What follows belongs to an exercise in optimizing a design on an open flow for small area and a short achievable clock period; a production flow would make more cautious choices.
Function not checked in this run: the RTL went through the layout flow alone.
Power figures rest on the tool's default switching activity, not on a simulated workload.

`design.v`:
```
`timescale 1ns/1ps
module pipeline_control (
  input  logic general_clk,
  input  logic reset,
  input  logic in_valid,
  output logic out_valid
);
  logic v1, v2;
  always_ff @(posedge general_clk) begin
    if (reset) begin
      v1 <= 1'b0;
      v2 <= 1'b0;
    end else begin
      v1 <= in_valid;
      v2 <= v1;
    end
  end
  assign out_valid = v2;
endmodule
`timescale 1ns/1ps
module probability_stage (
  input  logic        general_clk,
  input  logic        reset,
  input  logic        in_valid,
  input  logic [15:0] fl,
  input  logic [15:0] fh,
  input  logic [3:0]  symbol,
  input  logic [4:0]  nsyms,
  input  logic        bool_mode,
  output logic        p_x,
  output logic        p_en,
  output logic        p_z,
  output logic        p_s,         
  output logic [9:0]  p_m2n,       
  output logic [5:0]  p_k,
  output logic [9:0]  p_nn,       
  output logic [4:0]  p_o2
);
  logic        vin;
  logic [9:0]  fl6, fh6;
  logic        first, mode_a, mode_c;
  logic [5:0]  kd;        
  logic [4:0]  kdiff;     
  logic        kpos;
  logic [9:0]  m_p, m_q;
  logic [10:0] m_d;
  logic [10:0] m2;
  logic [5:0]  k_next;
  assign vin    = in_valid & ~reset;
  assign fl6    = fl[15:6];
  assign fh6    = fh[15:6];
  assign first  = (fl == 16'h8000);
  assign mode_a = bool_mode & symbol[0];
  assign mode_c = ~bool_mode & ~first;
  assign kd     = {1'b0, nsyms} - {2'b00, symbol};
  assign kpos   = ~kd[5] & (kd[4:0] != 5'd0);
  assign kdiff  = kd[5] ? 5'd0 : kd[4:0];
  assign m_p = bool_mode ? (symbol[0] ? fh6 : 10'd512) : fl6;
  assign m_q = mode_a ? 10'd0 : fh6;
  assign m_d = {1'b0, m_p} - {1'b0, m_q};
  assign m2  = vin ? m_d : 11'd512;
  always_comb begin
    if (!vin)           k_next = 6'd0;
    else if (mode_a)    k_next = 6'd1;
    else if (mode_c)    k_next = {5'd0, kpos};
    else if (bool_mode) k_next = 6'h3f;
    else if (kpos)      k_next = 6'd1 - {1'b0, kdiff};
    else                k_next = 6'd0;
  end
  always_ff @(posedge general_clk) begin
    p_x   <= ~vin | ~(mode_a | mode_c);
    p_z   <= ~vin | ~(mode_a | mode_c);
    p_en  <= vin & fh6[0] & (bool_mode ? ~symbol[0] : ~fl6[0]);
    p_s   <= m2[10];
    p_m2n <= ~m2[9:0];              
    p_k   <= k_next;
    p_nn  <= ~(bool_mode ? fh6 : fl6);    
    p_o2  <= bool_mode ? 5'd1 : kdiff;
  end
endmodule
`timescale 1ns/1ps
module interval_update (
  input  logic        general_clk,
  input  logic        reset,
  input  logic        p_x,
  input  logic        p_en,
  input  logic        p_z,
  input  logic        p_s,         
  input  logic [9:0]  p_m2n,       
  input  logic [5:0]  p_k,
  input  logic [9:0]  p_nn,        
  input  logic [4:0]  p_o2,
  output logic [15:0] range_q,
  output logic [3:0]  d_q,
  output logic [15:0] add_next
);
  logic [7:0]  r8;
  logic [16:0] sum2;
  logic [16:0] sum2n;
  logic [15:0] raw;
  logic [15:0] rn;
  assign r8 = range_q[15:8];
  assign rn = ~range_q;
  wire [7:0] r8n = rn[15:8];
  wire lt_1, lt_2;
  assign lt_1 = (r8[7] & ~p_m2n[0]) ^ (r8[6] & ~p_m2n[1]);
  assign lt_2 = (r8[7] & ~p_m2n[0]) & (r8[6] & ~p_m2n[1]);
  wire lt_3, lt_4;
  assign lt_3 = (r8[7] & ~p_m2n[1]) ^ (r8[6] & ~p_m2n[2]) ^ (r8[5] & ~p_m2n[3]);
  assign lt_4 = ((r8[7] & ~p_m2n[1]) & (r8[6] & ~p_m2n[2])) | ((r8[7] & ~p_m2n[1]) & (r8[5] & ~p_m2n[3])) | ((r8[6] & ~p_m2n[2]) & (r8[5] & ~p_m2n[3]));
  wire lt_5, lt_6;
  assign lt_5 = (r8[7] & ~p_m2n[2]) ^ (r8[6] & ~p_m2n[3]);
  assign lt_6 = (r8[7] & ~p_m2n[2]) & (r8[6] & ~p_m2n[3]);
  wire lt_7, lt_8;
  assign lt_7 = (r8[7] & ~p_m2n[3]) ^ (r8[6] & ~p_m2n[4]) ^ (r8[5] & ~p_m2n[5]);
  assign lt_8 = ((r8[7] & ~p_m2n[3]) & (r8[6] & ~p_m2n[4])) | ((r8[7] & ~p_m2n[3]) & (r8[5] & ~p_m2n[5])) | ((r8[6] & ~p_m2n[4]) & (r8[5] & ~p_m2n[5]));
  wire lt_9, lt_10;
  assign lt_9 = (r8[4] & ~p_m2n[0]) ^ (r8[3] & ~p_m2n[1]);
  assign lt_10 = (r8[4] & ~p_m2n[0]) & (r8[3] & ~p_m2n[1]);
  wire lt_11, lt_12;
  assign lt_11 = (r8[5] & ~p_m2n[0]) ^ (r8[4] & ~p_m2n[1]) ^ (r8[3] & ~p_m2n[2]);
  assign lt_12 = ((r8[5] & ~p_m2n[0]) & (r8[4] & ~p_m2n[1])) | ((r8[5] & ~p_m2n[0]) & (r8[3] & ~p_m2n[2])) | ((r8[4] & ~p_m2n[1]) & (r8[3] & ~p_m2n[2]));
  wire lt_13, lt_14;
  assign lt_13 = (r8[2] & ~p_m2n[3]) ^ (r8[1] & ~p_m2n[4]);
  assign lt_14 = (r8[2] & ~p_m2n[3]) & (r8[1] & ~p_m2n[4]);
  wire lt_15, lt_16;
  assign lt_15 = (r8[6] & ~p_m2n[0]) ^ (r8[5] & ~p_m2n[1]) ^ (r8[4] & ~p_m2n[2]);
  assign lt_16 = ((r8[6] & ~p_m2n[0]) & (r8[5] & ~p_m2n[1])) | ((r8[6] & ~p_m2n[0]) & (r8[4] & ~p_m2n[2])) | ((r8[5] & ~p_m2n[1]) & (r8[4] & ~p_m2n[2]));
  wire lt_17, lt_18;
  assign lt_17 = (r8[3] & ~p_m2n[3]) ^ (r8[2] & ~p_m2n[4]) ^ (r8[1] & ~p_m2n[5]);
  assign lt_18 = ((r8[3] & ~p_m2n[3]) & (r8[2] & ~p_m2n[4])) | ((r8[3] & ~p_m2n[3]) & (r8[1] & ~p_m2n[5])) | ((r8[2] & ~p_m2n[4]) & (r8[1] & ~p_m2n[5]));
  wire lt_19, lt_20;
  assign lt_19 = (r8[0] & ~p_m2n[6]) ^ (range_q[5] & p_x);
  assign lt_20 = (r8[0] & ~p_m2n[6]) & (range_q[5] & p_x);
  wire lt_21, lt_22;
  assign lt_21 = (r8[5] & ~p_m2n[2]) ^ (r8[4] & ~p_m2n[3]) ^ (r8[3] & ~p_m2n[4]);
  assign lt_22 = ((r8[5] & ~p_m2n[2]) & (r8[4] & ~p_m2n[3])) | ((r8[5] & ~p_m2n[2]) & (r8[3] & ~p_m2n[4])) | ((r8[4] & ~p_m2n[3]) & (r8[3] & ~p_m2n[4]));
  wire lt_23, lt_24;
  assign lt_23 = (r8[2] & ~p_m2n[5]) ^ (r8[1] & ~p_m2n[6]) ^ (r8[0] & ~p_m2n[7]);
  assign lt_24 = ((r8[2] & ~p_m2n[5]) & (r8[1] & ~p_m2n[6])) | ((r8[2] & ~p_m2n[5]) & (r8[0] & ~p_m2n[7])) | ((r8[1] & ~p_m2n[6]) & (r8[0] & ~p_m2n[7]));
  wire lt_25, lt_26;
  assign lt_25 = (range_q[6] & p_x) ^ p_k[4] ^ lt_1;
  assign lt_26 = ((range_q[6] & p_x) & p_k[4]) | ((range_q[6] & p_x) & lt_1) | (p_k[4] & lt_1);
  wire lt_27, lt_28;
  assign lt_27 = (r8[4] & ~p_m2n[4]) ^ (r8[3] & ~p_m2n[5]) ^ (r8[2] & ~p_m2n[6]);
  assign lt_28 = ((r8[4] & ~p_m2n[4]) & (r8[3] & ~p_m2n[5])) | ((r8[4] & ~p_m2n[4]) & (r8[2] & ~p_m2n[6])) | ((r8[3] & ~p_m2n[5]) & (r8[2] & ~p_m2n[6]));
  wire lt_29, lt_30;
  assign lt_29 = (r8[1] & ~p_m2n[7]) ^ (r8[0] & ~p_m2n[8]) ^ (range_q[7] & p_x);
  assign lt_30 = ((r8[1] & ~p_m2n[7]) & (r8[0] & ~p_m2n[8])) | ((r8[1] & ~p_m2n[7]) & (range_q[7] & p_x)) | ((r8[0] & ~p_m2n[8]) & (range_q[7] & p_x));
  wire lt_31, lt_32;
  assign lt_31 = p_k[5] ^ lt_3 ^ lt_2;
  assign lt_32 = (p_k[5] & lt_3) | (p_k[5] & lt_2) | (lt_3 & lt_2);
  wire lt_33, lt_34;
  assign lt_33 = (r8[5] & ~p_m2n[4]) ^ (r8[4] & ~p_m2n[5]) ^ (r8[3] & ~p_m2n[6]);
  assign lt_34 = ((r8[5] & ~p_m2n[4]) & (r8[4] & ~p_m2n[5])) | ((r8[5] & ~p_m2n[4]) & (r8[3] & ~p_m2n[6])) | ((r8[4] & ~p_m2n[5]) & (r8[3] & ~p_m2n[6]));
  wire lt_35, lt_36;
  assign lt_35 = (r8[2] & ~p_m2n[7]) ^ (r8[1] & ~p_m2n[8]) ^ (r8[0] & ~p_m2n[9]);
  assign lt_36 = ((r8[2] & ~p_m2n[7]) & (r8[1] & ~p_m2n[8])) | ((r8[2] & ~p_m2n[7]) & (r8[0] & ~p_m2n[9])) | ((r8[1] & ~p_m2n[8]) & (r8[0] & ~p_m2n[9]));
  wire lt_37, lt_38;
  assign lt_37 = p_k[5] ^ lt_5 ^ lt_4;
  assign lt_38 = (p_k[5] & lt_5) | (p_k[5] & lt_4) | (lt_5 & lt_4);
  wire lt_39, lt_40;
  assign lt_39 = (r8[4] & ~p_m2n[6]) ^ (r8[3] & ~p_m2n[7]) ^ (r8[2] & ~p_m2n[8]);
  assign lt_40 = ((r8[4] & ~p_m2n[6]) & (r8[3] & ~p_m2n[7])) | ((r8[4] & ~p_m2n[6]) & (r8[2] & ~p_m2n[8])) | ((r8[3] & ~p_m2n[7]) & (r8[2] & ~p_m2n[8]));
  wire lt_41, lt_42;
  assign lt_41 = (r8[1] & ~p_m2n[9]) ^ (p_s & r8n[0]) ^ p_s;
  assign lt_42 = ((r8[1] & ~p_m2n[9]) & (p_s & r8n[0])) | ((r8[1] & ~p_m2n[9]) & p_s) | ((p_s & r8n[0]) & p_s);
  wire lt_43, lt_44;
  assign lt_43 = p_k[5] ^ lt_7 ^ lt_6;
  assign lt_44 = (p_k[5] & lt_7) | (p_k[5] & lt_6) | (lt_7 & lt_6);
  wire lt_45, lt_46;
  assign lt_45 = (r8[7] & ~p_m2n[4]) ^ (r8[6] & ~p_m2n[5]) ^ (r8[5] & ~p_m2n[6]);
  assign lt_46 = ((r8[7] & ~p_m2n[4]) & (r8[6] & ~p_m2n[5])) | ((r8[7] & ~p_m2n[4]) & (r8[5] & ~p_m2n[6])) | ((r8[6] & ~p_m2n[5]) & (r8[5] & ~p_m2n[6]));
  wire lt_47, lt_48;
  assign lt_47 = (r8[4] & ~p_m2n[7]) ^ (r8[3] & ~p_m2n[8]) ^ (r8[2] & ~p_m2n[9]);
  assign lt_48 = ((r8[4] & ~p_m2n[7]) & (r8[3] & ~p_m2n[8])) | ((r8[4] & ~p_m2n[7]) & (r8[2] & ~p_m2n[9])) | ((r8[3] & ~p_m2n[8]) & (r8[2] & ~p_m2n[9]));
  wire lt_49, lt_50;
  assign lt_49 = (p_s & r8n[1]) ^ p_k[5] ^ lt_8;
  assign lt_50 = ((p_s & r8n[1]) & p_k[5]) | ((p_s & r8n[1]) & lt_8) | (p_k[5] & lt_8);
  wire lt_51, lt_52;
  assign lt_51 = (r8[7] & ~p_m2n[5]) ^ (r8[6] & ~p_m2n[6]) ^ (r8[5] & ~p_m2n[7]);
  assign lt_52 = ((r8[7] & ~p_m2n[5]) & (r8[6] & ~p_m2n[6])) | ((r8[7] & ~p_m2n[5]) & (r8[5] & ~p_m2n[7])) | ((r8[6] & ~p_m2n[6]) & (r8[5] & ~p_m2n[7]));
  wire lt_53, lt_54;
  assign lt_53 = (r8[4] & ~p_m2n[8]) ^ (r8[3] & ~p_m2n[9]) ^ (p_s & r8n[2]);
  assign lt_54 = ((r8[4] & ~p_m2n[8]) & (r8[3] & ~p_m2n[9])) | ((r8[4] & ~p_m2n[8]) & (p_s & r8n[2])) | ((r8[3] & ~p_m2n[9]) & (p_s & r8n[2]));
  wire lt_55, lt_56;
  assign lt_55 = (r8[7] & ~p_m2n[6]) ^ (r8[6] & ~p_m2n[7]) ^ (r8[5] & ~p_m2n[8]);
  assign lt_56 = ((r8[7] & ~p_m2n[6]) & (r8[6] & ~p_m2n[7])) | ((r8[7] & ~p_m2n[6]) & (r8[5] & ~p_m2n[8])) | ((r8[6] & ~p_m2n[7]) & (r8[5] & ~p_m2n[8]));
  wire lt_57, lt_58;
  assign lt_57 = (r8[3] & ~p_m2n[0]) ^ (r8[2] & ~p_m2n[1]) ^ (r8[1] & ~p_m2n[2]);
  assign lt_58 = ((r8[3] & ~p_m2n[0]) & (r8[2] & ~p_m2n[1])) | ((r8[3] & ~p_m2n[0]) & (r8[1] & ~p_m2n[2])) | ((r8[2] & ~p_m2n[1]) & (r8[1] & ~p_m2n[2]));
  wire lt_59, lt_60;
  assign lt_59 = (r8[2] & ~p_m2n[2]) ^ (r8[1] & ~p_m2n[3]) ^ (r8[0] & ~p_m2n[4]);
  assign lt_60 = ((r8[2] & ~p_m2n[2]) & (r8[1] & ~p_m2n[3])) | ((r8[2] & ~p_m2n[2]) & (r8[0] & ~p_m2n[4])) | ((r8[1] & ~p_m2n[3]) & (r8[0] & ~p_m2n[4]));
  wire lt_61, lt_62;
  assign lt_61 = (range_q[3] & p_x) ^ p_k[1];
  assign lt_62 = (range_q[3] & p_x) & p_k[1];
  wire lt_63, lt_64;
  assign lt_63 = (r8[0] & ~p_m2n[5]) ^ (range_q[4] & p_x) ^ p_k[2];
  assign lt_64 = ((r8[0] & ~p_m2n[5]) & (range_q[4] & p_x)) | ((r8[0] & ~p_m2n[5]) & p_k[2]) | ((range_q[4] & p_x) & p_k[2]);
  wire lt_65, lt_66;
  assign lt_65 = lt_11 ^ lt_13 ^ lt_10;
  assign lt_66 = (lt_11 & lt_13) | (lt_11 & lt_10) | (lt_13 & lt_10);
  wire lt_67, lt_68;
  assign lt_67 = p_k[3] ^ lt_15 ^ lt_17;
  assign lt_68 = (p_k[3] & lt_15) | (p_k[3] & lt_17) | (lt_15 & lt_17);
  wire lt_69, lt_70;
  assign lt_69 = lt_19 ^ lt_12 ^ lt_14;
  assign lt_70 = (lt_19 & lt_12) | (lt_19 & lt_14) | (lt_12 & lt_14);
  wire lt_71, lt_72;
  assign lt_71 = lt_21 ^ lt_23 ^ lt_25;
  assign lt_72 = (lt_21 & lt_23) | (lt_21 & lt_25) | (lt_23 & lt_25);
  wire lt_73, lt_74;
  assign lt_73 = lt_16 ^ lt_18 ^ lt_20;
  assign lt_74 = (lt_16 & lt_18) | (lt_16 & lt_20) | (lt_18 & lt_20);
  wire lt_75, lt_76;
  assign lt_75 = lt_27 ^ lt_29 ^ lt_31;
  assign lt_76 = (lt_27 & lt_29) | (lt_27 & lt_31) | (lt_29 & lt_31);
  wire lt_77, lt_78;
  assign lt_77 = lt_22 ^ lt_24 ^ lt_26;
  assign lt_78 = (lt_22 & lt_24) | (lt_22 & lt_26) | (lt_24 & lt_26);
  wire lt_79, lt_80;
  assign lt_79 = lt_33 ^ lt_35 ^ lt_37;
  assign lt_80 = (lt_33 & lt_35) | (lt_33 & lt_37) | (lt_35 & lt_37);
  wire lt_81, lt_82;
  assign lt_81 = lt_28 ^ lt_30 ^ lt_32;
  assign lt_82 = (lt_28 & lt_30) | (lt_28 & lt_32) | (lt_30 & lt_32);
  wire lt_83, lt_84;
  assign lt_83 = lt_39 ^ lt_41 ^ lt_43;
  assign lt_84 = (lt_39 & lt_41) | (lt_39 & lt_43) | (lt_41 & lt_43);
  wire lt_85, lt_86;
  assign lt_85 = lt_34 ^ lt_36 ^ lt_38;
  assign lt_86 = (lt_34 & lt_36) | (lt_34 & lt_38) | (lt_36 & lt_38);
  wire lt_87, lt_88;
  assign lt_87 = lt_45 ^ lt_47 ^ lt_49;
  assign lt_88 = (lt_45 & lt_47) | (lt_45 & lt_49) | (lt_47 & lt_49);
  wire lt_89, lt_90;
  assign lt_89 = lt_40 ^ lt_42 ^ lt_44;
  assign lt_90 = (lt_40 & lt_42) | (lt_40 & lt_44) | (lt_42 & lt_44);
  wire lt_91, lt_92;
  assign lt_91 = p_k[5] ^ lt_51 ^ lt_53;
  assign lt_92 = (p_k[5] & lt_51) | (p_k[5] & lt_53) | (lt_51 & lt_53);
  wire lt_93, lt_94;
  assign lt_93 = lt_46 ^ lt_48 ^ lt_50;
  assign lt_94 = (lt_46 & lt_48) | (lt_46 & lt_50) | (lt_48 & lt_50);
  wire lt_95, lt_96;
  assign lt_95 = (r8[4] & ~p_m2n[9]) ^ (p_s & r8n[3]) ^ p_k[5];
  assign lt_96 = ((r8[4] & ~p_m2n[9]) & (p_s & r8n[3])) | ((r8[4] & ~p_m2n[9]) & p_k[5]) | ((p_s & r8n[3]) & p_k[5]);
  wire lt_97, lt_98;
  assign lt_97 = lt_55 ^ lt_52 ^ lt_54;
  assign lt_98 = (lt_55 & lt_52) | (lt_55 & lt_54) | (lt_52 & lt_54);
  wire lt_99, lt_100;
  assign lt_99 = (r8[7] & ~p_m2n[7]) ^ (r8[6] & ~p_m2n[8]) ^ (r8[5] & ~p_m2n[9]);
  assign lt_100 = ((r8[7] & ~p_m2n[7]) & (r8[6] & ~p_m2n[8])) | ((r8[7] & ~p_m2n[7]) & (r8[5] & ~p_m2n[9])) | ((r8[6] & ~p_m2n[8]) & (r8[5] & ~p_m2n[9]));
  wire lt_101, lt_102;
  assign lt_101 = (p_s & r8n[4]) ^ p_k[5] ^ lt_56;
  assign lt_102 = ((p_s & r8n[4]) & p_k[5]) | ((p_s & r8n[4]) & lt_56) | (p_k[5] & lt_56);
  wire lt_103, lt_104;
  assign lt_103 = (r8[7] & ~p_m2n[8]) ^ (r8[6] & ~p_m2n[9]) ^ (p_s & r8n[5]);
  assign lt_104 = ((r8[7] & ~p_m2n[8]) & (r8[6] & ~p_m2n[9])) | ((r8[7] & ~p_m2n[8]) & (p_s & r8n[5])) | ((r8[6] & ~p_m2n[9]) & (p_s & r8n[5]));
  wire lt_105, lt_106;
  assign lt_105 = (r8[1] & ~p_m2n[0]) ^ (r8[0] & ~p_m2n[1]);
  assign lt_106 = (r8[1] & ~p_m2n[0]) & (r8[0] & ~p_m2n[1]);
  wire lt_107, lt_108;
  assign lt_107 = (r8[2] & ~p_m2n[0]) ^ (r8[1] & ~p_m2n[1]) ^ (r8[0] & ~p_m2n[2]);
  assign lt_108 = ((r8[2] & ~p_m2n[0]) & (r8[1] & ~p_m2n[1])) | ((r8[2] & ~p_m2n[0]) & (r8[0] & ~p_m2n[2])) | ((r8[1] & ~p_m2n[1]) & (r8[0] & ~p_m2n[2]));
  wire lt_109, lt_110;
  assign lt_109 = (r8[0] & ~p_m2n[3]) ^ (range_q[2] & p_x) ^ p_k[0];
  assign lt_110 = ((r8[0] & ~p_m2n[3]) & (range_q[2] & p_x)) | ((r8[0] & ~p_m2n[3]) & p_k[0]) | ((range_q[2] & p_x) & p_k[0]);
  wire lt_111, lt_112;
  assign lt_111 = lt_9 ^ lt_59 ^ lt_61;
  assign lt_112 = (lt_9 & lt_59) | (lt_9 & lt_61) | (lt_59 & lt_61);
  wire lt_113, lt_114;
  assign lt_113 = lt_63 ^ lt_65 ^ lt_60;
  assign lt_114 = (lt_63 & lt_65) | (lt_63 & lt_60) | (lt_65 & lt_60);
  wire lt_115, lt_116;
  assign lt_115 = lt_67 ^ lt_69 ^ lt_64;
  assign lt_116 = (lt_67 & lt_69) | (lt_67 & lt_64) | (lt_69 & lt_64);
  wire lt_117, lt_118;
  assign lt_117 = lt_71 ^ lt_73 ^ lt_68;
  assign lt_118 = (lt_71 & lt_73) | (lt_71 & lt_68) | (lt_73 & lt_68);
  wire lt_119, lt_120;
  assign lt_119 = lt_75 ^ lt_77 ^ lt_72;
  assign lt_120 = (lt_75 & lt_77) | (lt_75 & lt_72) | (lt_77 & lt_72);
  wire lt_121, lt_122;
  assign lt_121 = lt_79 ^ lt_81 ^ lt_76;
  assign lt_122 = (lt_79 & lt_81) | (lt_79 & lt_76) | (lt_81 & lt_76);
  wire lt_123, lt_124;
  assign lt_123 = lt_83 ^ lt_85 ^ lt_80;
  assign lt_124 = (lt_83 & lt_85) | (lt_83 & lt_80) | (lt_85 & lt_80);
  wire lt_125, lt_126;
  assign lt_125 = lt_87 ^ lt_89 ^ lt_84;
  assign lt_126 = (lt_87 & lt_89) | (lt_87 & lt_84) | (lt_89 & lt_84);
  wire lt_127, lt_128;
  assign lt_127 = lt_91 ^ lt_93 ^ lt_88;
  assign lt_128 = (lt_91 & lt_93) | (lt_91 & lt_88) | (lt_93 & lt_88);
  wire lt_129, lt_130;
  assign lt_129 = lt_95 ^ lt_97 ^ lt_92;
  assign lt_130 = (lt_95 & lt_97) | (lt_95 & lt_92) | (lt_97 & lt_92);
  wire lt_131, lt_132;
  assign lt_131 = lt_99 ^ lt_101 ^ lt_96;
  assign lt_132 = (lt_99 & lt_101) | (lt_99 & lt_96) | (lt_101 & lt_96);
  wire lt_133, lt_134;
  assign lt_133 = p_k[5] ^ lt_103 ^ lt_100;
  assign lt_134 = (p_k[5] & lt_103) | (p_k[5] & lt_100) | (lt_103 & lt_100);
  wire lt_135, lt_136;
  assign lt_135 = (r8[7] & ~p_m2n[9]) ^ (p_s & r8n[6]) ^ p_k[5];
  assign lt_136 = ((r8[7] & ~p_m2n[9]) & (p_s & r8n[6])) | ((r8[7] & ~p_m2n[9]) & p_k[5]) | ((p_s & r8n[6]) & p_k[5]);
  wire lt_137, lt_138;
  assign lt_137 = (range_q[0] & p_x) ^ (p_en & r8[0]);
  assign lt_138 = (range_q[0] & p_x) & (p_en & r8[0]);
  wire lt_139, lt_140;
  assign lt_139 = (range_q[1] & p_x) ^ lt_107 ^ lt_106;
  assign lt_140 = ((range_q[1] & p_x) & lt_107) | ((range_q[1] & p_x) & lt_106) | (lt_107 & lt_106);
  wire lt_141, lt_142;
  assign lt_141 = lt_57 ^ lt_109 ^ lt_108;
  assign lt_142 = (lt_57 & lt_109) | (lt_57 & lt_108) | (lt_109 & lt_108);
  wire lt_143, lt_144;
  assign lt_143 = lt_58 ^ lt_111 ^ lt_110;
  assign lt_144 = (lt_58 & lt_111) | (lt_58 & lt_110) | (lt_111 & lt_110);
  wire lt_145, lt_146;
  assign lt_145 = lt_62 ^ lt_113 ^ lt_112;
  assign lt_146 = (lt_62 & lt_113) | (lt_62 & lt_112) | (lt_113 & lt_112);
  wire lt_147, lt_148;
  assign lt_147 = lt_66 ^ lt_115 ^ lt_114;
  assign lt_148 = (lt_66 & lt_115) | (lt_66 & lt_114) | (lt_115 & lt_114);
  wire lt_149, lt_150;
  assign lt_149 = lt_70 ^ lt_117 ^ lt_116;
  assign lt_150 = (lt_70 & lt_117) | (lt_70 & lt_116) | (lt_117 & lt_116);
  wire lt_151, lt_152;
  assign lt_151 = lt_74 ^ lt_119 ^ lt_118;
  assign lt_152 = (lt_74 & lt_119) | (lt_74 & lt_118) | (lt_119 & lt_118);
  wire lt_153, lt_154;
  assign lt_153 = lt_78 ^ lt_121 ^ lt_120;
  assign lt_154 = (lt_78 & lt_121) | (lt_78 & lt_120) | (lt_121 & lt_120);
  wire lt_155, lt_156;
  assign lt_155 = lt_82 ^ lt_123 ^ lt_122;
  assign lt_156 = (lt_82 & lt_123) | (lt_82 & lt_122) | (lt_123 & lt_122);
  wire lt_157, lt_158;
  assign lt_157 = lt_86 ^ lt_125 ^ lt_124;
  assign lt_158 = (lt_86 & lt_125) | (lt_86 & lt_124) | (lt_125 & lt_124);
  wire lt_159, lt_160;
  assign lt_159 = lt_90 ^ lt_127 ^ lt_126;
  assign lt_160 = (lt_90 & lt_127) | (lt_90 & lt_126) | (lt_127 & lt_126);
  wire lt_161, lt_162;
  assign lt_161 = lt_94 ^ lt_129 ^ lt_128;
  assign lt_162 = (lt_94 & lt_129) | (lt_94 & lt_128) | (lt_129 & lt_128);
  wire lt_163, lt_164;
  assign lt_163 = lt_98 ^ lt_131 ^ lt_130;
  assign lt_164 = (lt_98 & lt_131) | (lt_98 & lt_130) | (lt_131 & lt_130);
  wire lt_165, lt_166;
  assign lt_165 = lt_102 ^ lt_133 ^ lt_132;
  assign lt_166 = (lt_102 & lt_133) | (lt_102 & lt_132) | (lt_133 & lt_132);
  wire lt_167, lt_168;
  assign lt_167 = lt_104 ^ lt_135 ^ lt_134;
  assign lt_168 = (lt_104 & lt_135) | (lt_104 & lt_134) | (lt_135 & lt_134);
  wire [16:0] lt_a, lt_b;
  assign lt_a = {lt_167, lt_165, lt_163, lt_161, lt_159, lt_157, lt_155, lt_153, lt_151, lt_149, lt_147, lt_145, lt_143, lt_141, lt_139, lt_105, 1'b0};
  assign lt_b = {lt_166, lt_164, lt_162, lt_160, lt_158, lt_156, lt_154, lt_152, lt_150, lt_148, lt_146, lt_144, lt_142, lt_140, lt_138, lt_137, 1'b0};
  assign sum2 = lt_a + lt_b;
  assign raw  = sum2[16:1];
  wire at_1, at_2;
  assign at_1 = rn[6] ^ p_o2[4];
  assign at_2 = rn[6] & p_o2[4];
  wire at_3, at_4;
  assign at_3 = rn[7] ^ (r8[7] & ~p_nn[1]);
  assign at_4 = rn[7] & (r8[7] & ~p_nn[1]);
  wire at_5, at_6;
  assign at_5 = rn[8] ^ (r8[7] & ~p_nn[2]);
  assign at_6 = rn[8] & (r8[7] & ~p_nn[2]);
  wire at_7, at_8;
  assign at_7 = rn[3] ^ p_o2[1];
  assign at_8 = rn[3] & p_o2[1];
  wire at_9, at_10;
  assign at_9 = rn[4] ^ p_o2[2] ^ (r8[5] & ~p_nn[0]);
  assign at_10 = (rn[4] & p_o2[2]) | (rn[4] & (r8[5] & ~p_nn[0])) | (p_o2[2] & (r8[5] & ~p_nn[0]));
  wire at_11, at_12;
  assign at_11 = (r8[4] & ~p_nn[1]) ^ (r8[3] & ~p_nn[2]);
  assign at_12 = (r8[4] & ~p_nn[1]) & (r8[3] & ~p_nn[2]);
  wire at_13, at_14;
  assign at_13 = rn[5] ^ p_o2[3] ^ (r8[6] & ~p_nn[0]);
  assign at_14 = (rn[5] & p_o2[3]) | (rn[5] & (r8[6] & ~p_nn[0])) | (p_o2[3] & (r8[6] & ~p_nn[0]));
  wire at_15, at_16;
  assign at_15 = (r8[5] & ~p_nn[1]) ^ (r8[4] & ~p_nn[2]) ^ (r8[3] & ~p_nn[3]);
  assign at_16 = ((r8[5] & ~p_nn[1]) & (r8[4] & ~p_nn[2])) | ((r8[5] & ~p_nn[1]) & (r8[3] & ~p_nn[3])) | ((r8[4] & ~p_nn[2]) & (r8[3] & ~p_nn[3]));
  wire at_17, at_18;
  assign at_17 = (r8[2] & ~p_nn[4]) ^ (r8[1] & ~p_nn[5]);
  assign at_18 = (r8[2] & ~p_nn[4]) & (r8[1] & ~p_nn[5]);
  wire at_19, at_20;
  assign at_19 = (r8[7] & ~p_nn[0]) ^ (r8[6] & ~p_nn[1]) ^ (r8[5] & ~p_nn[2]);
  assign at_20 = ((r8[7] & ~p_nn[0]) & (r8[6] & ~p_nn[1])) | ((r8[7] & ~p_nn[0]) & (r8[5] & ~p_nn[2])) | ((r8[6] & ~p_nn[1]) & (r8[5] & ~p_nn[2]));
  wire at_21, at_22;
  assign at_21 = (r8[4] & ~p_nn[3]) ^ (r8[3] & ~p_nn[4]) ^ (r8[2] & ~p_nn[5]);
  assign at_22 = ((r8[4] & ~p_nn[3]) & (r8[3] & ~p_nn[4])) | ((r8[4] & ~p_nn[3]) & (r8[2] & ~p_nn[5])) | ((r8[3] & ~p_nn[4]) & (r8[2] & ~p_nn[5]));
  wire at_23, at_24;
  assign at_23 = (r8[1] & ~p_nn[6]) ^ (r8[0] & ~p_nn[7]) ^ at_1;
  assign at_24 = ((r8[1] & ~p_nn[6]) & (r8[0] & ~p_nn[7])) | ((r8[1] & ~p_nn[6]) & at_1) | ((r8[0] & ~p_nn[7]) & at_1);
  wire at_25, at_26;
  assign at_25 = (r8[6] & ~p_nn[2]) ^ (r8[5] & ~p_nn[3]) ^ (r8[4] & ~p_nn[4]);
  assign at_26 = ((r8[6] & ~p_nn[2]) & (r8[5] & ~p_nn[3])) | ((r8[6] & ~p_nn[2]) & (r8[4] & ~p_nn[4])) | ((r8[5] & ~p_nn[3]) & (r8[4] & ~p_nn[4]));
  wire at_27, at_28;
  assign at_27 = (r8[3] & ~p_nn[5]) ^ (r8[2] & ~p_nn[6]) ^ (r8[1] & ~p_nn[7]);
  assign at_28 = ((r8[3] & ~p_nn[5]) & (r8[2] & ~p_nn[6])) | ((r8[3] & ~p_nn[5]) & (r8[1] & ~p_nn[7])) | ((r8[2] & ~p_nn[6]) & (r8[1] & ~p_nn[7]));
  wire at_29, at_30;
  assign at_29 = (r8[0] & ~p_nn[8]) ^ at_3 ^ at_2;
  assign at_30 = ((r8[0] & ~p_nn[8]) & at_3) | ((r8[0] & ~p_nn[8]) & at_2) | (at_3 & at_2);
  wire at_31, at_32;
  assign at_31 = (r8[6] & ~p_nn[3]) ^ (r8[5] & ~p_nn[4]) ^ (r8[4] & ~p_nn[5]);
  assign at_32 = ((r8[6] & ~p_nn[3]) & (r8[5] & ~p_nn[4])) | ((r8[6] & ~p_nn[3]) & (r8[4] & ~p_nn[5])) | ((r8[5] & ~p_nn[4]) & (r8[4] & ~p_nn[5]));
  wire at_33, at_34;
  assign at_33 = (r8[3] & ~p_nn[6]) ^ (r8[2] & ~p_nn[7]) ^ (r8[1] & ~p_nn[8]);
  assign at_34 = ((r8[3] & ~p_nn[6]) & (r8[2] & ~p_nn[7])) | ((r8[3] & ~p_nn[6]) & (r8[1] & ~p_nn[8])) | ((r8[2] & ~p_nn[7]) & (r8[1] & ~p_nn[8]));
  wire at_35, at_36;
  assign at_35 = (r8[0] & ~p_nn[9]) ^ at_5 ^ at_4;
  assign at_36 = ((r8[0] & ~p_nn[9]) & at_5) | ((r8[0] & ~p_nn[9]) & at_4) | (at_5 & at_4);
  wire at_37, at_38;
  assign at_37 = rn[9] ^ (r8[7] & ~p_nn[3]) ^ (r8[6] & ~p_nn[4]);
  assign at_38 = (rn[9] & (r8[7] & ~p_nn[3])) | (rn[9] & (r8[6] & ~p_nn[4])) | ((r8[7] & ~p_nn[3]) & (r8[6] & ~p_nn[4]));
  wire at_39, at_40;
  assign at_39 = (r8[5] & ~p_nn[5]) ^ (r8[4] & ~p_nn[6]) ^ (r8[3] & ~p_nn[7]);
  assign at_40 = ((r8[5] & ~p_nn[5]) & (r8[4] & ~p_nn[6])) | ((r8[5] & ~p_nn[5]) & (r8[3] & ~p_nn[7])) | ((r8[4] & ~p_nn[6]) & (r8[3] & ~p_nn[7]));
  wire at_41, at_42;
  assign at_41 = (r8[2] & ~p_nn[8]) ^ (r8[1] & ~p_nn[9]) ^ at_6;
  assign at_42 = ((r8[2] & ~p_nn[8]) & (r8[1] & ~p_nn[9])) | ((r8[2] & ~p_nn[8]) & at_6) | ((r8[1] & ~p_nn[9]) & at_6);
  wire at_43, at_44;
  assign at_43 = rn[10] ^ (r8[7] & ~p_nn[4]) ^ (r8[6] & ~p_nn[5]);
  assign at_44 = (rn[10] & (r8[7] & ~p_nn[4])) | (rn[10] & (r8[6] & ~p_nn[5])) | ((r8[7] & ~p_nn[4]) & (r8[6] & ~p_nn[5]));
  wire at_45, at_46;
  assign at_45 = (r8[5] & ~p_nn[6]) ^ (r8[4] & ~p_nn[7]) ^ (r8[3] & ~p_nn[8]);
  assign at_46 = ((r8[5] & ~p_nn[6]) & (r8[4] & ~p_nn[7])) | ((r8[5] & ~p_nn[6]) & (r8[3] & ~p_nn[8])) | ((r8[4] & ~p_nn[7]) & (r8[3] & ~p_nn[8]));
  wire at_47, at_48;
  assign at_47 = rn[11] ^ (r8[7] & ~p_nn[5]) ^ (r8[6] & ~p_nn[6]);
  assign at_48 = (rn[11] & (r8[7] & ~p_nn[5])) | (rn[11] & (r8[6] & ~p_nn[6])) | ((r8[7] & ~p_nn[5]) & (r8[6] & ~p_nn[6]));
  wire at_49, at_50;
  assign at_49 = rn[2] ^ p_o2[0] ^ (r8[3] & ~p_nn[0]);
  assign at_50 = (rn[2] & p_o2[0]) | (rn[2] & (r8[3] & ~p_nn[0])) | (p_o2[0] & (r8[3] & ~p_nn[0]));
  wire at_51, at_52;
  assign at_51 = (r8[4] & ~p_nn[0]) ^ (r8[3] & ~p_nn[1]) ^ (r8[2] & ~p_nn[2]);
  assign at_52 = ((r8[4] & ~p_nn[0]) & (r8[3] & ~p_nn[1])) | ((r8[4] & ~p_nn[0]) & (r8[2] & ~p_nn[2])) | ((r8[3] & ~p_nn[1]) & (r8[2] & ~p_nn[2]));
  wire at_53, at_54;
  assign at_53 = (r8[1] & ~p_nn[3]) ^ (r8[0] & ~p_nn[4]);
  assign at_54 = (r8[1] & ~p_nn[3]) & (r8[0] & ~p_nn[4]);
  wire at_55, at_56;
  assign at_55 = (r8[2] & ~p_nn[3]) ^ (r8[1] & ~p_nn[4]) ^ (r8[0] & ~p_nn[5]);
  assign at_56 = ((r8[2] & ~p_nn[3]) & (r8[1] & ~p_nn[4])) | ((r8[2] & ~p_nn[3]) & (r8[0] & ~p_nn[5])) | ((r8[1] & ~p_nn[4]) & (r8[0] & ~p_nn[5]));
  wire at_57, at_58;
  assign at_57 = at_9 ^ at_11 ^ at_8;
  assign at_58 = (at_9 & at_11) | (at_9 & at_8) | (at_11 & at_8);
  wire at_59, at_60;
  assign at_59 = (r8[0] & ~p_nn[6]) ^ at_13 ^ at_15;
  assign at_60 = ((r8[0] & ~p_nn[6]) & at_13) | ((r8[0] & ~p_nn[6]) & at_15) | (at_13 & at_15);
  wire at_61, at_62;
  assign at_61 = at_17 ^ at_10 ^ at_12;
  assign at_62 = (at_17 & at_10) | (at_17 & at_12) | (at_10 & at_12);
  wire at_63, at_64;
  assign at_63 = at_19 ^ at_21 ^ at_23;
  assign at_64 = (at_19 & at_21) | (at_19 & at_23) | (at_21 & at_23);
  wire at_65, at_66;
  assign at_65 = at_14 ^ at_16 ^ at_18;
  assign at_66 = (at_14 & at_16) | (at_14 & at_18) | (at_16 & at_18);
  wire at_67, at_68;
  assign at_67 = at_25 ^ at_27 ^ at_29;
  assign at_68 = (at_25 & at_27) | (at_25 & at_29) | (at_27 & at_29);
  wire at_69, at_70;
  assign at_69 = at_20 ^ at_22 ^ at_24;
  assign at_70 = (at_20 & at_22) | (at_20 & at_24) | (at_22 & at_24);
  wire at_71, at_72;
  assign at_71 = at_31 ^ at_33 ^ at_35;
  assign at_72 = (at_31 & at_33) | (at_31 & at_35) | (at_33 & at_35);
  wire at_73, at_74;
  assign at_73 = at_26 ^ at_28 ^ at_30;
  assign at_74 = (at_26 & at_28) | (at_26 & at_30) | (at_28 & at_30);
  wire at_75, at_76;
  assign at_75 = at_37 ^ at_39 ^ at_41;
  assign at_76 = (at_37 & at_39) | (at_37 & at_41) | (at_39 & at_41);
  wire at_77, at_78;
  assign at_77 = at_32 ^ at_34 ^ at_36;
  assign at_78 = (at_32 & at_34) | (at_32 & at_36) | (at_34 & at_36);
  wire at_79, at_80;
  assign at_79 = (r8[2] & ~p_nn[9]) ^ at_43 ^ at_45;
  assign at_80 = ((r8[2] & ~p_nn[9]) & at_43) | ((r8[2] & ~p_nn[9]) & at_45) | (at_43 & at_45);
  wire at_81, at_82;
  assign at_81 = at_38 ^ at_40 ^ at_42;
  assign at_82 = (at_38 & at_40) | (at_38 & at_42) | (at_40 & at_42);
  wire at_83, at_84;
  assign at_83 = (r8[5] & ~p_nn[7]) ^ (r8[4] & ~p_nn[8]) ^ (r8[3] & ~p_nn[9]);
  assign at_84 = ((r8[5] & ~p_nn[7]) & (r8[4] & ~p_nn[8])) | ((r8[5] & ~p_nn[7]) & (r8[3] & ~p_nn[9])) | ((r8[4] & ~p_nn[8]) & (r8[3] & ~p_nn[9]));
  wire at_85, at_86;
  assign at_85 = at_47 ^ at_44 ^ at_46;
  assign at_86 = (at_47 & at_44) | (at_47 & at_46) | (at_44 & at_46);
  wire at_87, at_88;
  assign at_87 = rn[12] ^ (r8[7] & ~p_nn[6]) ^ (r8[6] & ~p_nn[7]);
  assign at_88 = (rn[12] & (r8[7] & ~p_nn[6])) | (rn[12] & (r8[6] & ~p_nn[7])) | ((r8[7] & ~p_nn[6]) & (r8[6] & ~p_nn[7]));
  wire at_89, at_90;
  assign at_89 = (r8[5] & ~p_nn[8]) ^ (r8[4] & ~p_nn[9]) ^ at_48;
  assign at_90 = ((r8[5] & ~p_nn[8]) & (r8[4] & ~p_nn[9])) | ((r8[5] & ~p_nn[8]) & at_48) | ((r8[4] & ~p_nn[9]) & at_48);
  wire at_91, at_92;
  assign at_91 = rn[13] ^ (r8[7] & ~p_nn[7]) ^ (r8[6] & ~p_nn[8]);
  assign at_92 = (rn[13] & (r8[7] & ~p_nn[7])) | (rn[13] & (r8[6] & ~p_nn[8])) | ((r8[7] & ~p_nn[7]) & (r8[6] & ~p_nn[8]));
  wire at_93, at_94;
  assign at_93 = rn[1] ^ (r8[2] & ~p_nn[0]);
  assign at_94 = rn[1] & (r8[2] & ~p_nn[0]);
  wire at_95, at_96;
  assign at_95 = (r8[2] & ~p_nn[1]) ^ (r8[1] & ~p_nn[2]) ^ (r8[0] & ~p_nn[3]);
  assign at_96 = ((r8[2] & ~p_nn[1]) & (r8[1] & ~p_nn[2])) | ((r8[2] & ~p_nn[1]) & (r8[0] & ~p_nn[3])) | ((r8[1] & ~p_nn[2]) & (r8[0] & ~p_nn[3]));
  wire at_97, at_98;
  assign at_97 = at_7 ^ at_51 ^ at_53;
  assign at_98 = (at_7 & at_51) | (at_7 & at_53) | (at_51 & at_53);
  wire at_99, at_100;
  assign at_99 = at_55 ^ at_57 ^ at_52;
  assign at_100 = (at_55 & at_57) | (at_55 & at_52) | (at_57 & at_52);
  wire at_101, at_102;
  assign at_101 = at_59 ^ at_61 ^ at_56;
  assign at_102 = (at_59 & at_61) | (at_59 & at_56) | (at_61 & at_56);
  wire at_103, at_104;
  assign at_103 = at_63 ^ at_65 ^ at_60;
  assign at_104 = (at_63 & at_65) | (at_63 & at_60) | (at_65 & at_60);
  wire at_105, at_106;
  assign at_105 = at_67 ^ at_69 ^ at_64;
  assign at_106 = (at_67 & at_69) | (at_67 & at_64) | (at_69 & at_64);
  wire at_107, at_108;
  assign at_107 = at_71 ^ at_73 ^ at_68;
  assign at_108 = (at_71 & at_73) | (at_71 & at_68) | (at_73 & at_68);
  wire at_109, at_110;
  assign at_109 = at_75 ^ at_77 ^ at_72;
  assign at_110 = (at_75 & at_77) | (at_75 & at_72) | (at_77 & at_72);
  wire at_111, at_112;
  assign at_111 = at_79 ^ at_81 ^ at_76;
  assign at_112 = (at_79 & at_81) | (at_79 & at_76) | (at_81 & at_76);
  wire at_113, at_114;
  assign at_113 = at_83 ^ at_85 ^ at_80;
  assign at_114 = (at_83 & at_85) | (at_83 & at_80) | (at_85 & at_80);
  wire at_115, at_116;
  assign at_115 = at_87 ^ at_89 ^ at_84;
  assign at_116 = (at_87 & at_89) | (at_87 & at_84) | (at_89 & at_84);
  wire at_117, at_118;
  assign at_117 = (r8[5] & ~p_nn[9]) ^ at_91 ^ at_88;
  assign at_118 = ((r8[5] & ~p_nn[9]) & at_91) | ((r8[5] & ~p_nn[9]) & at_88) | (at_91 & at_88);
  wire at_119, at_120;
  assign at_119 = rn[14] ^ (r8[7] & ~p_nn[8]) ^ (r8[6] & ~p_nn[9]);
  assign at_120 = (rn[14] & (r8[7] & ~p_nn[8])) | (rn[14] & (r8[6] & ~p_nn[9])) | ((r8[7] & ~p_nn[8]) & (r8[6] & ~p_nn[9]));
  wire at_121, at_122;
  assign at_121 = rn[0] ^ (r8[1] & ~p_nn[0]);
  assign at_122 = rn[0] & (r8[1] & ~p_nn[0]);
  wire at_123, at_124;
  assign at_123 = (r8[1] & ~p_nn[1]) ^ (r8[0] & ~p_nn[2]) ^ at_93;
  assign at_124 = ((r8[1] & ~p_nn[1]) & (r8[0] & ~p_nn[2])) | ((r8[1] & ~p_nn[1]) & at_93) | ((r8[0] & ~p_nn[2]) & at_93);
  wire at_125, at_126;
  assign at_125 = at_49 ^ at_95 ^ at_94;
  assign at_126 = (at_49 & at_95) | (at_49 & at_94) | (at_95 & at_94);
  wire at_127, at_128;
  assign at_127 = at_50 ^ at_97 ^ at_96;
  assign at_128 = (at_50 & at_97) | (at_50 & at_96) | (at_97 & at_96);
  wire at_129, at_130;
  assign at_129 = at_54 ^ at_99 ^ at_98;
  assign at_130 = (at_54 & at_99) | (at_54 & at_98) | (at_99 & at_98);
  wire at_131, at_132;
  assign at_131 = at_58 ^ at_101 ^ at_100;
  assign at_132 = (at_58 & at_101) | (at_58 & at_100) | (at_101 & at_100);
  wire at_133, at_134;
  assign at_133 = at_62 ^ at_103 ^ at_102;
  assign at_134 = (at_62 & at_103) | (at_62 & at_102) | (at_103 & at_102);
  wire at_135, at_136;
  assign at_135 = at_66 ^ at_105 ^ at_104;
  assign at_136 = (at_66 & at_105) | (at_66 & at_104) | (at_105 & at_104);
  wire at_137, at_138;
  assign at_137 = at_70 ^ at_107 ^ at_106;
  assign at_138 = (at_70 & at_107) | (at_70 & at_106) | (at_107 & at_106);
  wire at_139, at_140;
  assign at_139 = at_74 ^ at_109 ^ at_108;
  assign at_140 = (at_74 & at_109) | (at_74 & at_108) | (at_109 & at_108);
  wire at_141, at_142;
  assign at_141 = at_78 ^ at_111 ^ at_110;
  assign at_142 = (at_78 & at_111) | (at_78 & at_110) | (at_111 & at_110);
  wire at_143, at_144;
  assign at_143 = at_82 ^ at_113 ^ at_112;
  assign at_144 = (at_82 & at_113) | (at_82 & at_112) | (at_113 & at_112);
  wire at_145, at_146;
  assign at_145 = at_86 ^ at_115 ^ at_114;
  assign at_146 = (at_86 & at_115) | (at_86 & at_114) | (at_115 & at_114);
  wire at_147, at_148;
  assign at_147 = at_90 ^ at_117 ^ at_116;
  assign at_148 = (at_90 & at_117) | (at_90 & at_116) | (at_117 & at_116);
  wire at_149, at_150;
  assign at_149 = at_92 ^ at_119 ^ at_118;
  assign at_150 = (at_92 & at_119) | (at_92 & at_118) | (at_119 & at_118);
  wire at_151, at_152;
  assign at_151 = rn[15] ^ (r8[7] & ~p_nn[9]) ^ at_120;
  assign at_152 = (rn[15] & (r8[7] & ~p_nn[9])) | (rn[15] & at_120) | ((r8[7] & ~p_nn[9]) & at_120);
  wire [16:0] at_a, at_b;
  assign at_a = {at_151, at_149, at_147, at_145, at_143, at_141, at_139, at_137, at_135, at_133, at_131, at_129, at_127, at_125, at_123, (r8[0] & ~p_nn[1]), 1'b0};
  assign at_b = {at_150, at_148, at_146, at_144, at_142, at_140, at_138, at_136, at_134, at_132, at_130, at_128, at_126, at_124, at_122, at_121, 1'b0};
  assign sum2n    = at_a + at_b;
  assign add_next = ~(sum2n[16:1] | {16{p_z}});
  logic        z8, z4, z2, z1, raw_zero;
  logic [15:0] t1, t2, t3, range_next;
  logic [3:0]  d_next;
  assign z8 = ~|raw[15:8];
  assign t1 = z8 ? {raw[7:0], 8'd0} : raw;
  assign z4 = ~|t1[15:12];
  assign t2 = z4 ? {t1[11:0], 4'd0} : t1;
  assign z2 = ~|t2[15:14];
  assign t3 = z2 ? {t2[13:0], 2'd0} : t2;
  assign z1 = ~t3[15];
  assign range_next = z1 ? {t3[14:0], 1'b0} : t3;
  assign raw_zero = ~|raw;
  assign d_next = (raw_zero | reset) ? 4'd0 : {z8, z4, z2, z1};
  always_ff @(posedge general_clk) begin
    if (reset) range_q <= 16'd32768;
    else       range_q <= range_next;
    d_q <= d_next;
  end
endmodule
`timescale 1ns/1ps
module renormalizer (
  input  logic        general_clk,
  input  logic        reset,
  input  logic [15:0] add_next,
  input  logic [3:0]  d_q,
  output logic [23:0] low_out,
  output logic [4:0]  cnt_out,
  output logic [1:0]  bit_flag,
  output logic [15:0] out_bit_1,
  output logic [15:0] out_bit_2
);
  logic [23:0] sum_q;
  logic [3:0]  cq;
  logic [4:0]  e_sum;        
  logic        emit1, emit2;
  logic [2:0]  f_sum;        
  logic [23:0] low_shl;
  logic [23:0] low_next;
  logic [23:0] sum_next;
  logic [3:0]  cq_next;
  logic [7:0]  keep_hi;
  logic [24:0] win_src;
  logic [23:0] win;
  assign e_sum = {1'b0, cq} + {1'b0, d_q};
  assign emit1 = e_sum >= 5'd9;
  assign emit2 = e_sum >= 5'd17;
  assign f_sum = e_sum[2:0] - 3'd1;    
  always_comb begin
    case (f_sum)
      3'd0: keep_hi = 8'h00;
      3'd1: keep_hi = 8'h01;
      3'd2: keep_hi = 8'h03;
      3'd3: keep_hi = 8'h07;
      3'd4: keep_hi = 8'h0f;
      3'd5: keep_hi = 8'h1f;
      3'd6: keep_hi = 8'h3f;
      default: keep_hi = 8'h7f;
    endcase
    if (!emit1) keep_hi = 8'hff;
  end
  assign low_shl  = sum_q << d_q;
  assign low_next = low_shl & {keep_hi, 16'hffff};
  assign cq_next  = emit1 ? {1'b0, f_sum} + 4'd1 : e_sum[3:0];
  assign sum_next = low_next + {8'd0, add_next};
  assign win_src = {sum_q, 1'b0};
  assign win     = 24'(win_src >> cq);
  always_ff @(posedge general_clk) begin
    if (reset) begin
      sum_q <= '0;
      cq    <= '0;
    end else begin
      sum_q <= sum_next;
      cq    <= cq_next;
    end
  end
  assign low_out   = low_next;
  assign cnt_out   = {1'b0, cq_next} - 5'd9;
  assign bit_flag  = {emit2, emit1 & ~emit2};
  assign out_bit_1 = win[23:8];
  assign out_bit_2 = {8'd0, win[7:0]};
endmodule
`timescale 1ns/1ps
module arith_encoder #(
  parameter int SYMBOL_WIDTH = 4
) (
  input  logic                    general_clk,
  input  logic                    reset,
  input  logic                    in_valid,
  input  logic [15:0]             fl,
  input  logic [15:0]             fh,
  input  logic [SYMBOL_WIDTH-1:0] symbol,
  input  logic [SYMBOL_WIDTH:0]   nsyms,
  input  logic                    bool_mode,
  output logic                    out_valid,
  output logic [15:0]             range_out,
  output logic [23:0]             low_out,
  output logic [4:0]              cnt_out,
  output logic [1:0]              bit_flag,
  output logic [15:0]             out_bit_1,
  output logic [15:0]             out_bit_2
);
  logic        p_x, p_en, p_z;
  logic        p_s;
  logic [9:0]  p_m2n;
  logic [5:0]  p_k;
  logic [9:0]  p_nn;
  logic [4:0]  p_o2;
  logic [15:0] add_next;
  logic [3:0]  d_q;
  pipeline_control u_control (
    .general_clk (general_clk),
    .reset       (reset),
    .in_valid    (in_valid),
    .out_valid   (out_valid)
  );
  probability_stage u_stage_1 (
    .general_clk (general_clk),
    .reset       (reset),
    .in_valid    (in_valid),
    .fl          (fl),
    .fh          (fh),
    .symbol      (symbol),
    .nsyms       (nsyms),
    .bool_mode   (bool_mode),
    .p_x         (p_x),
    .p_en        (p_en),
    .p_z         (p_z),
    .p_s         (p_s),
    .p_m2n       (p_m2n),
    .p_k         (p_k),
    .p_nn         (p_nn),
    .p_o2        (p_o2)
  );
  interval_update u_stage_2 (
    .general_clk (general_clk),
    .reset       (reset),
    .p_x         (p_x),
    .p_en        (p_en),
    .p_z         (p_z),
    .p_s         (p_s),
    .p_m2n       (p_m2n),
    .p_k         (p_k),
    .p_nn         (p_nn),
    .p_o2        (p_o2),
    .range_q     (range_out),
    .d_q         (d_q),
    .add_next    (add_next)
  );
  renormalizer u_stage_3 (
    .general_clk (general_clk),
    .reset       (reset),
    .add_next    (add_next),
    .d_q         (d_q),
    .low_out     (low_out),
    .cnt_out     (cnt_out),
    .bit_flag    (bit_flag),
    .out_bit_1   (out_bit_1),
    .out_bit_2   (out_bit_2)
  );
endmodule
```
`flow/run.sh`:
```
#!/bin/bash
# The standard layout with three changes: synthesis skips the quick ABC pass
# inside Yosys's synth (the final ABC mapping still runs), adders use Yosys's
# Sklansky carry network instead of Kogge-Stone, and the ports get the
# smallest buffer instead of the delay buffer that buffer_ports picks by
# default. All output goes to run_standard.log in this folder; ORFS keeps its
# own logs under orfs/logs.
set -euo pipefail
export SYNTH_ARGS="-noabc"
export SYNTH_OPERATIONS_ARGS="-extra-map +/choices/sklansky.v"
export BUFFER_PORTS_ARGS="-buffer_cell sky130_fd_sc_hd__buf_1"
bash standard.sh > run_standard.log 2>&1
```
`standard.sh`:
```
#!/bin/bash
# synth_recipe.tcl (not shown) runs the flow's synth.tcl, then flattens the netlist and writes it again
# the make line also repeats each setting of config.mk as NAME=value (left out here)
make -C /OpenROAD-flow-scripts/flow DESIGN_CONFIG=/design/flow/config.mk WORK_HOME=/design/flow/orfs CLKGATE_MAP_FILE= SYNTH_SCRIPT=/design/flow/synth_recipe.tcl "${@:-finish}"
```
`config.mk`:
```
export PLATFORM = sky130hd
export DESIGN_NAME = arith_encoder
export DESIGN_NICKNAME = arith_encoder
export VERILOG_FILES = /design/flow/design.v
export SDC_FILE = /design/flow/constraint.sdc
export NUM_CORES = 4
export LEC_CHECK = 0
export ABC_AREA = 1
export CAP_MARGIN = 20
export CORE_MARGIN = 2
export CORE_UTILIZATION = 40
export CTS_BUF_LIST = sky130_fd_sc_hd__clkbuf_8
export SETUP_SLACK_MARGIN = 3.0
export SLEW_MARGIN = 20
```
`constraint.sdc`:
```
create_clock -name core_clock -period 9.0 [get_ports {general_clk}]
set_input_delay 1.8000 -clock core_clock [delete_from_list [all_inputs] [get_ports {general_clk}]]
set_output_delay 1.8000 -clock core_clock [all_outputs]
set_load 0.01 [all_outputs]
```
==> summary.txt <==
-- per-stage QoR --
stage / std cells / area [um2] / setup slack (ps)
detailed placement: 2155 / 12790 / 2123
global placement: 2155 / 12790 / 2163
floorplan: 1741 / 12340 / 3012
finish: 2223 / 13920 / 3040
global route: 2223 / 13920 / 2820
CTS: 2198 / 13390 / 3005
-- flip-flops by register name, indices dropped and copies added (netlist names) --
| signal | cells |
|---|---|
| u_stage_2.d_q | 4 |
| u_stage_2.range_q | 16 |
| u_stage_1.p_m2n | 10 |
| u_stage_1.p_o2 | 5 |
| u_stage_3.sum_q | 24 |
| u_stage_1.p_x | 1 |
| u_stage_1.p_s | 1 |
| u_control.v2 | 1 |
| u_stage_3.cq | 4 |
| u_stage_1.p_nn | 10 |
| u_control.v1 | 1 |
| u_stage_1.p_en | 1 |
| u_stage_1.p_k | 6 |
-- per-layer routing --
layer | vias up | global-route usage
met1 | 5371 | 0.2736
met5 | - | 0
li1 | 5543 | -
met4 | 0 | 0.05756
met2 | 345 | 0.3795
met3 | 50 | 0.02816
-- what timing repair did --
action                                  in CTS  in global routing
hold buffers                                 0                  0
pin swaps                                   30                 65
cloned                                       5                  0
buffers inserted                            22                 25
hold endpoints to repair                     0                  0
endpoints found under the setup margin      34                 27
resized for setup                           49                 92
-- cells by family after synthesis --
kind of cell / count (synthesis)
mux: 14
xor+xnor: 28
simple gates: 781
fa+ha+maj: 252
flops: 84
other cells: 1
compound gates: 250
buf+inv: 324
-- critical path, stage by stage (launching register included) --
cell and delay [ps]:
dfxtp_2 330, buf_6 130, clkinvlp_4 130, buf_6 180, nor2_2 90, ha_1 240
fa_1 470, fa_1 540, fa_2 470, fa_2 590, ha_4 210, a21o_4 240
fa_2 350, xor2_1 170, nor2_1 70, ha_1 340, a21oi_1 90, o211ai_1 300
nand2_1 180, a21oi_4 220, buf_6 130, nand3_4 90, nor3_4 200, nor2_1 50
nor2_1 90
-- power breakdown --
| part | internal (uW) | total [uW] | switching, uW |
|---|---|---|---|
| sequential | 458 | 600 | 142 |
| clock | 105 | 264 | 159 |
| combinational | 2080 | 5120 | 3040 |
-- synth_stat cells (5+ instances only) --
cell type / number
nand4_1: 5
clkinv_1: 6
ha_1: 92
buf_1: 7
nand2_2: 5
xor2_1: 21
inv_1: 208
xnor2_1: 7
nand3_1: 56
o21ai_0: 149
a31oi_1: 6
nor2_1: 259
a21oi_1: 55
or2_2: 12
fa_1: 160
o21ai_1: 8
nand2_1: 413
buf_2: 9
o211ai_1: 11
clkbuf_1: 54
dfxtp_1: 84
mux2i_1: 14
inv_2: 8
nor3_1: 9
buf_4: 27
-- cell type report --
class | instances | area, um2
Clock buffer | 9 | 123.9
Clock inverter | 7 | 56.30
Fill cell | 3117 | 16510
Inverter | 223 | 899.6
Multi-Input combinational cell | 1335 | 9699
Sequential cell | 84 | 1713
Tap cell | 396 | 495.5
Timing Repair Buffer | 166 | 913.4
Timing Repair inverter | 3 | 22.52
-- worst paths after layout --
path                                                  startpoint                             end  slack [ps]  depth (start not counted)
worst max-delay path            u_stage_2.range_q[15]$_SDFF_PP1_  u_stage_3.sum_q[22]$_SDFF_PP0_        3040                         24
worst min-delay path                     u_control.v1$_SDFF_PP0_         u_control.v2$_SDFF_PP0_         510                          2
worst max register to register  u_stage_2.range_q[15]$_SDFF_PP1_  u_stage_3.sum_q[22]$_SDFF_PP0_        3040                         24
worst min register to register           u_control.v1$_SDFF_PP0_         u_control.v2$_SDFF_PP0_         510                          2
==> out/results.txt <==
Starting DRT DRC Count = 582
# setup viols final = 0
metal3 WL = 1866 um
Clock Latency Late Sink = 380 ps
RePlAce Congestion = 0.9102
crit path launch type = register
routed via count = 11310
Die Y = 179.4 um
max-slew violations = 0
Core Area = 30430 um2
Initial Util = 0.4044
initial antenna violation count = 0
max_cap viols = 0
final hold violation count = 0
post-synthesis mux area share = 0.01139
leakage = 0.006988 uW
# rows = 64
Post-synth top flop = dfxtp_1
XOR/XNOR share of the synthesized area = 0.01993
Port Buf Inserts = 110
Synth area leaders = fa_1 (26%), dfxtp_1 (14%), nand2_1 (13%)
DIE AREA = 32190 um2
Peak VDD IR = 285.5 uV
HP Class = reg2reg
Yosys top cell by area = fa_1
layout cells sized above 1 = 0.1100
RSZ-0062 raised after global routing = yes
Yosys top cell area share = 0.2603
met2 routed wirelength = 17730 um
flops & latches, synth = 84
CP required = 9330 ps
wire length on met1 = 14770 um
nets = 2119
first-pass GRT wire length = 55860 um
n_diodes = 0
Adder-Cell Fraction of Synth Area = 0.3538
Post-synth EDFFs = 0
vias in the first global route = 10860
post-synthesis area per instance = 7.097 um2
fraction of registers with async set/reset = 0
worst hold margin = 505.2 ps
clk slew on worst S/H paths = 100 ps
Slew HR = 0.4051
Period Utilization, post-route = 0.6622
Pwr Total = 5985 uW
Post-Synth Simple-Gate Area = 0.2572
area delta synth->final = 13.14%
clk_skew = 15.63 ps
Fin Setup TNS = 0 ps
fin util = 0.4576
most frequent cells in the layout = nand2_1 (392), nor2_1 (253), inv_1 (202)
CTS tree = yes
post-DR wirelength/cell = 15.84 um
CTS Buf Count = 9
Pre-Repair DR Iteration Count = 5
Fmax = 167.8 MHz
Seq/Total Area, Yosys = 0.1366
Clock Path Buffers = 2
Crit. End Element = register
synthesized area = 12310 um2
final WL = 35210 um
Worst Tran Pin Value = 891.2 ps
DR DRC count = 0
GRT Overall Usage = 0.2139
Overflow after GRT = 0
H-tree Lvls = 3
Highest Signal Layer = met4
WP data arrival = 6290 ps
WS Path Type = reg2reg
Gate Count Post-Synth = 1734
Warnings, synthesis = 4
clk root buf = clkbuf_8
largest family of logic cells by synthesized area = adder cells
Die Wd = 179.4 um
post-DR vias/cell = 5.087
I/O pin count = 125
# clock sinks = 84
outcome = no timing/DRC/antenna violations
Compound-Gate Fraction of Synth Area = 0.1102
PD cells = 429.8 nW/um2
Final HPWL DP = 27340 um
commonest non-fill, non-tap cell in the layout = nand2_1
clock period minus worst slack = 5960 ps
CP max FO = 12
largest net degree at the start of global routing = 45
remaining antenna violation count = 0
Distinct cells, synth = 50

[afterwards: timing with drivers on the ports]
How much do the figures lean on ideal ports? The routed layout below was timed once more, with nothing changed but the port constraints.
Step 1: set_driving_cell puts a clkbuf_16 on general_clk and a buf_2 on each other input, an assumption about the parent block.
Step 2, shift: input delay + t, output delay - t, t = (earliest + latest rising clock arrival at the registers) / 2. This alone moves slack from input paths to output paths.
a / b / c = ideal ports / drivers / drivers and shift; a / b = the first two.
shift t [ns]: 0.410
slack for setup (ns): 3.040 / 3.040 / 3.040
hold slack, ns: 0.505 / 0.505 / 0.505
worst setup path after step 2: register to register
clock arrival spread, ns: 0.016 / 0.016
After both steps this run still meets setup and hold. The setup slack of this run moves by 0.000 ns with the drivers and by 0.000 ns with both steps.
